What follows belongs to an exercise in optimizing a design on an open flow for small area; a production flow would make more cautious choices.
The RTL was checked by simulation tests, not by an equivalence proof against the original design.

==> flow/design.v <==
module decode_rf #(
  parameter int unsigned PEND_DEPTH = 4
) (
  input  logic        clk,
  input  logic        reset,
  input  logic        if_insn_valid,
  input  logic [31:0] if_insn,
  input  logic [63:0] if_pc,
  output logic        if_insn_retry,
  output logic        insn_valid,
  output logic [31:0] insn,
  output logic [63:0] pc,
  output logic [63:0] sign_ext,
  output logic [63:0] src1,
  output logic [63:0] src2,
  input  logic        insn_retry,
  input  logic        dest_valid,
  input  logic        dest_long,
  input  logic [63:0] dest
);
  localparam int unsigned PW = (PEND_DEPTH > 1) ? $clog2(PEND_DEPTH) : 1;
  localparam logic [6:0] OPC_LOAD     = 7'b0000011;
  localparam logic [6:0] OPC_OP_IMM   = 7'b0010011;
  localparam logic [6:0] OPC_AUIPC    = 7'b0010111;
  localparam logic [6:0] OPC_OP_IMM32 = 7'b0011011;
  localparam logic [6:0] OPC_STORE    = 7'b0100011;
  localparam logic [6:0] OPC_OP       = 7'b0110011;
  localparam logic [6:0] OPC_LUI      = 7'b0110111;
  localparam logic [6:0] OPC_OP32     = 7'b0111011;
  localparam logic [6:0] OPC_BRANCH   = 7'b1100011;
  localparam logic [6:0] OPC_JALR     = 7'b1100111;
  localparam logic [6:0] OPC_JAL      = 7'b1101111;
  logic [63:0]           rf_q [1:31];
  logic [63:0]           wbuf_q;
  logic [4:0]            wbuf_rd_q;
  logic                  fwd1_q, fwd2_q;
  logic [4:0]            pend_q [PEND_DEPTH];
  logic [PEND_DEPTH-1:0] pend_vld_q;
  logic [PW-1:0]         rd_ptr_q, wr_ptr_q;
  logic                  insn_valid_q;
  logic [31:0]           insn_q;
  logic [63:0]           pc_q;
  logic [4:0]  rs1, rs2, rd, pop_rd;
  logic [6:0]  opc;
  logic        writes_rd, pop, push, full, hazard, accept, hold;
  logic [63:0] wb_data;
  assign opc     = if_insn[6:0];
  assign rs1     = if_insn[19:15];
  assign rs2     = if_insn[24:20];
  assign rd      = if_insn[11:7];
  assign pop     = dest_valid && (|pend_vld_q);
  assign pop_rd  = pend_q[rd_ptr_q];
  assign wb_data = dest_long ? dest : {{32{dest[31]}}, dest[31:0]};
  assign full    = &pend_vld_q;
  always_comb begin
    case (opc)
      OPC_LOAD, OPC_OP_IMM, OPC_OP_IMM32, OPC_JALR,
      OPC_LUI, OPC_AUIPC, OPC_JAL, OPC_OP, OPC_OP32: writes_rd = (rd != 5'd0);
      default:                                       writes_rd = 1'b0;
    endcase
  end
  always_comb begin
    hazard = 1'b0;
    for (int unsigned k = 0; k < PEND_DEPTH; k++) begin
      if (pend_vld_q[k] && !(pop && rd_ptr_q == PW'(k))) begin
        if ((rs1 != 5'd0 && rs1 == pend_q[k]) ||
            (rs2 != 5'd0 && rs2 == pend_q[k]))
          hazard = 1'b1;
      end
    end
  end
  assign hold          = insn_valid_q && insn_retry;
  assign if_insn_retry = full || hazard || hold;
  assign accept        = if_insn_valid && !if_insn_retry;
  assign push          = accept && writes_rd;
  logic [4:0]  wbuf_rd_d;
  assign wbuf_rd_d = pop ? pop_rd : wbuf_rd_q;
  logic [31:1] rf_we;
  logic [63:0] rf_wd;
  always_comb begin
    for (int r = 1; r < 32; r++)
      rf_we[r] = reset || (pop && wbuf_rd_q == 5'(r));
    rf_wd = reset ? 64'd0 : wbuf_q;
  end
  always_ff @(posedge clk) begin
    if (reset) begin
      wbuf_rd_q    <= '0;
      pend_vld_q   <= '0;
      rd_ptr_q     <= '0;
      wr_ptr_q     <= '0;
      insn_valid_q <= 1'b0;
    end else begin
      if (pop) begin
        wbuf_rd_q              <= pop_rd;
        pend_vld_q[rd_ptr_q]   <= 1'b0;
        rd_ptr_q               <= rd_ptr_q + 1'b1;
      end
      if (push) begin
        pend_vld_q[wr_ptr_q] <= 1'b1;
        wr_ptr_q             <= wr_ptr_q + 1'b1;
      end
      insn_valid_q <= accept || hold;
    end
  end
  always_ff @(posedge clk) begin
    for (int r = 1; r < 32; r++)
      if (rf_we[r]) rf_q[r] <= rf_wd;
    if (pop) wbuf_q <= wb_data;
    if (push) pend_q[wr_ptr_q] <= rd;
    if (!hold) begin
      insn_q <= if_insn;
      pc_q   <= if_pc;
    end
    if (accept) begin
      fwd1_q <= (rs1 != 5'd0) && (rs1 == wbuf_rd_d);
      fwd2_q <= (rs2 != 5'd0) && (rs2 == wbuf_rd_d);
    end else if (pop) begin
      fwd1_q <= 1'b0;
      fwd2_q <= 1'b0;
    end
  end
  logic [4:0] ors1, ors2;
  logic       fwd1, fwd2;
  logic [31:1] sel1, sel2;
  assign ors1 = insn_q[19:15];
  assign ors2 = insn_q[24:20];
  assign fwd1 = fwd1_q;
  assign fwd2 = fwd2_q;
  always_comb begin
    for (int r = 1; r < 32; r++) begin
      sel1[r] = (ors1 == 5'(r)) && !fwd1;
      sel2[r] = (ors2 == 5'(r)) && !fwd2;
    end
  end
  logic [31:0] s1, s2;
  assign s1 = {sel1, fwd1};
  assign s2 = {sel2, fwd2};
  for (genvar b = 0; b < 64; b++) begin : g_rd
    logic [31:0] d;
    assign d[0] = wbuf_q[b];
    for (genvar r = 1; r < 32; r++) begin : g_d
      assign d[r] = rf_q[r][b];
    end
    drf_rd_bit u_rd1 (.d(d), .s(s1), .y(src1[b]));
    drf_rd_bit u_rd2 (.d(d), .s(s2), .y(src2[b]));
  end
  logic [31:0] oi;
  assign oi = insn_q;
  always_comb begin
    case (oi[6:0])
      OPC_LOAD, OPC_OP_IMM, OPC_OP_IMM32, OPC_JALR:
        sign_ext = {{52{oi[31]}}, oi[31:20]};
      OPC_STORE:
        sign_ext = {{52{oi[31]}}, oi[31:25], oi[11:7]};
      OPC_BRANCH:
        sign_ext = {{51{oi[31]}}, oi[31], oi[7], oi[30:25], oi[11:8], 1'b0};
      OPC_LUI, OPC_AUIPC:
        sign_ext = {{32{oi[31]}}, oi[31:12], 12'h000};
      OPC_JAL:
        sign_ext = {{43{oi[31]}}, oi[31], oi[19:12], oi[20], oi[30:21], 1'b0};
      default:
        sign_ext = '0;
    endcase
  end
  assign insn_valid = insn_valid_q;
  assign insn       = insn_q;
  assign pc         = pc_q;
endmodule
module drf_rd_bit (
  input  logic [31:0] d,
  input  logic [31:0] s,
  output logic        y
);
  logic [9:0] n;
  for (genvar g = 0; g < 10; g++) begin : g_aoi
    drf_aoi222 u_aoi (.a1(d[3*g]), .a2(s[3*g]), .b1(d[3*g+1]), .b2(s[3*g+1]),
                      .c1(d[3*g+2]), .c2(s[3*g+2]), .y(n[g]));
  end
  logic p0, p1, p2, q;
  drf_nand4 u_n0 (.a(n[0]), .b(n[1]), .c(n[2]), .d(n[3]), .y(p0));
  drf_nand4 u_n1 (.a(n[4]), .b(n[5]), .c(n[6]), .d(n[7]), .y(p1));
  drf_nand2 u_n2 (.a(n[8]), .b(n[9]), .y(q));
  drf_ao221 u_ao (.a1(d[30]), .a2(s[30]), .b1(d[31]), .b2(s[31]), .c(q), .y(p2));
  drf_or3   u_o  (.a(p0), .b(p1), .c(p2), .y(y));
endmodule
module drf_aoi222 (
  input  logic a1, a2, b1, b2, c1, c2,
  output logic y
);
  assign y = ~((a1 & a2) | (b1 & b2) | (c1 & c2));
endmodule
module drf_ao221 (
  input  logic a1, a2, b1, b2, c,
  output logic y
);
  assign y = (a1 & a2) | (b1 & b2) | c;
endmodule
module drf_nand2 (
  input  logic a, b,
  output logic y
);
  assign y = ~(a & b);
endmodule
module drf_nand4 (
  input  logic a, b, c, d,
  output logic y
);
  assign y = ~(a & b & c & d);
endmodule
module drf_or3 (
  input  logic a, b, c,
  output logic y
);
  assign y = a | b | c;
endmodule
export LEC_CHECK = 0
export CAP_MARGIN = 20
export CORE_MARGIN = 2
export CORE_UTILIZATION = 45
export SLEW_MARGIN = 20
export SYNTH_HIERARCHICAL = 1
create_clock -name core_clock -period 6.0 [get_ports {clk}]
standard.sh (not shown) runs the stock make flow with config.mk's settings and CLKGATE_MAP_FILE= SYNTH_SCRIPT=/design/flow/synth_recipe.tcl, a recipe that flattens the netlist after the stock synthesis.
==> flow/flow/run.sh <==
#!/bin/bash
set -euo pipefail
export BUFFER_PORTS_ARGS="-buffer_cell sky130_fd_sc_hd__buf_1"
export CTS_ARGS="-sink_clustering_enable -repair_clock_nets -dont_use_dummy_load -buf_list {sky130_fd_sc_hd__clkbuf_8} -sink_clustering_size 15 -sink_clustering_max_diameter 100"
bash standard.sh finish > flow_make.log 2>&1
Change:
==> flow/flow/run.sh (replaced) <==
#!/bin/bash
set -euo pipefail
export BUFFER_PORTS_ARGS="-buffer_cell sky130_fd_sc_hd__buf_1"
export CTS_ARGS="-sink_clustering_enable -repair_clock_nets -dont_use_dummy_load -buf_list {sky130_fd_sc_hd__clkbuf_16} -sink_clustering_size 26 -sink_clustering_max_diameter 120"
bash standard.sh finish > flow_make.log 2>&1
- CORE_UTILIZATION: 45 -> 52
=>
- The new run went through all stages and came out clean
- critical path depth fell by 1
- global-route usage rose by 6.2 points
- routed wire length rose by 3.3%
- worst setup slack gets better by 0.11 ns
- die area fell by 13%

==> re-timing with driven ports <==
No port has a modelled driver above. Below, the same layouts with a new extraction and two added sets of constraints.
Step 1 assumes that a clkbuf_16 drives the clock port and a buf_2 every other input.
Step 2 times the ports against the registers' clock, not the clock port: input delays grow and output delays shrink by t, the midpoint of the rising clock arrivals with the driver on.
Three values: no drivers, after step 1, after step 2; two values: the first two.
run	shift t [ns]	slack for setup (ns)	pins driven straight from the clock port
the first run	1.032	0.327 / 0.238 / 1.270	1
the second run	0.847	0.442 / 0.345 / 1.192	1
After both steps every run listed still meets setup and hold.
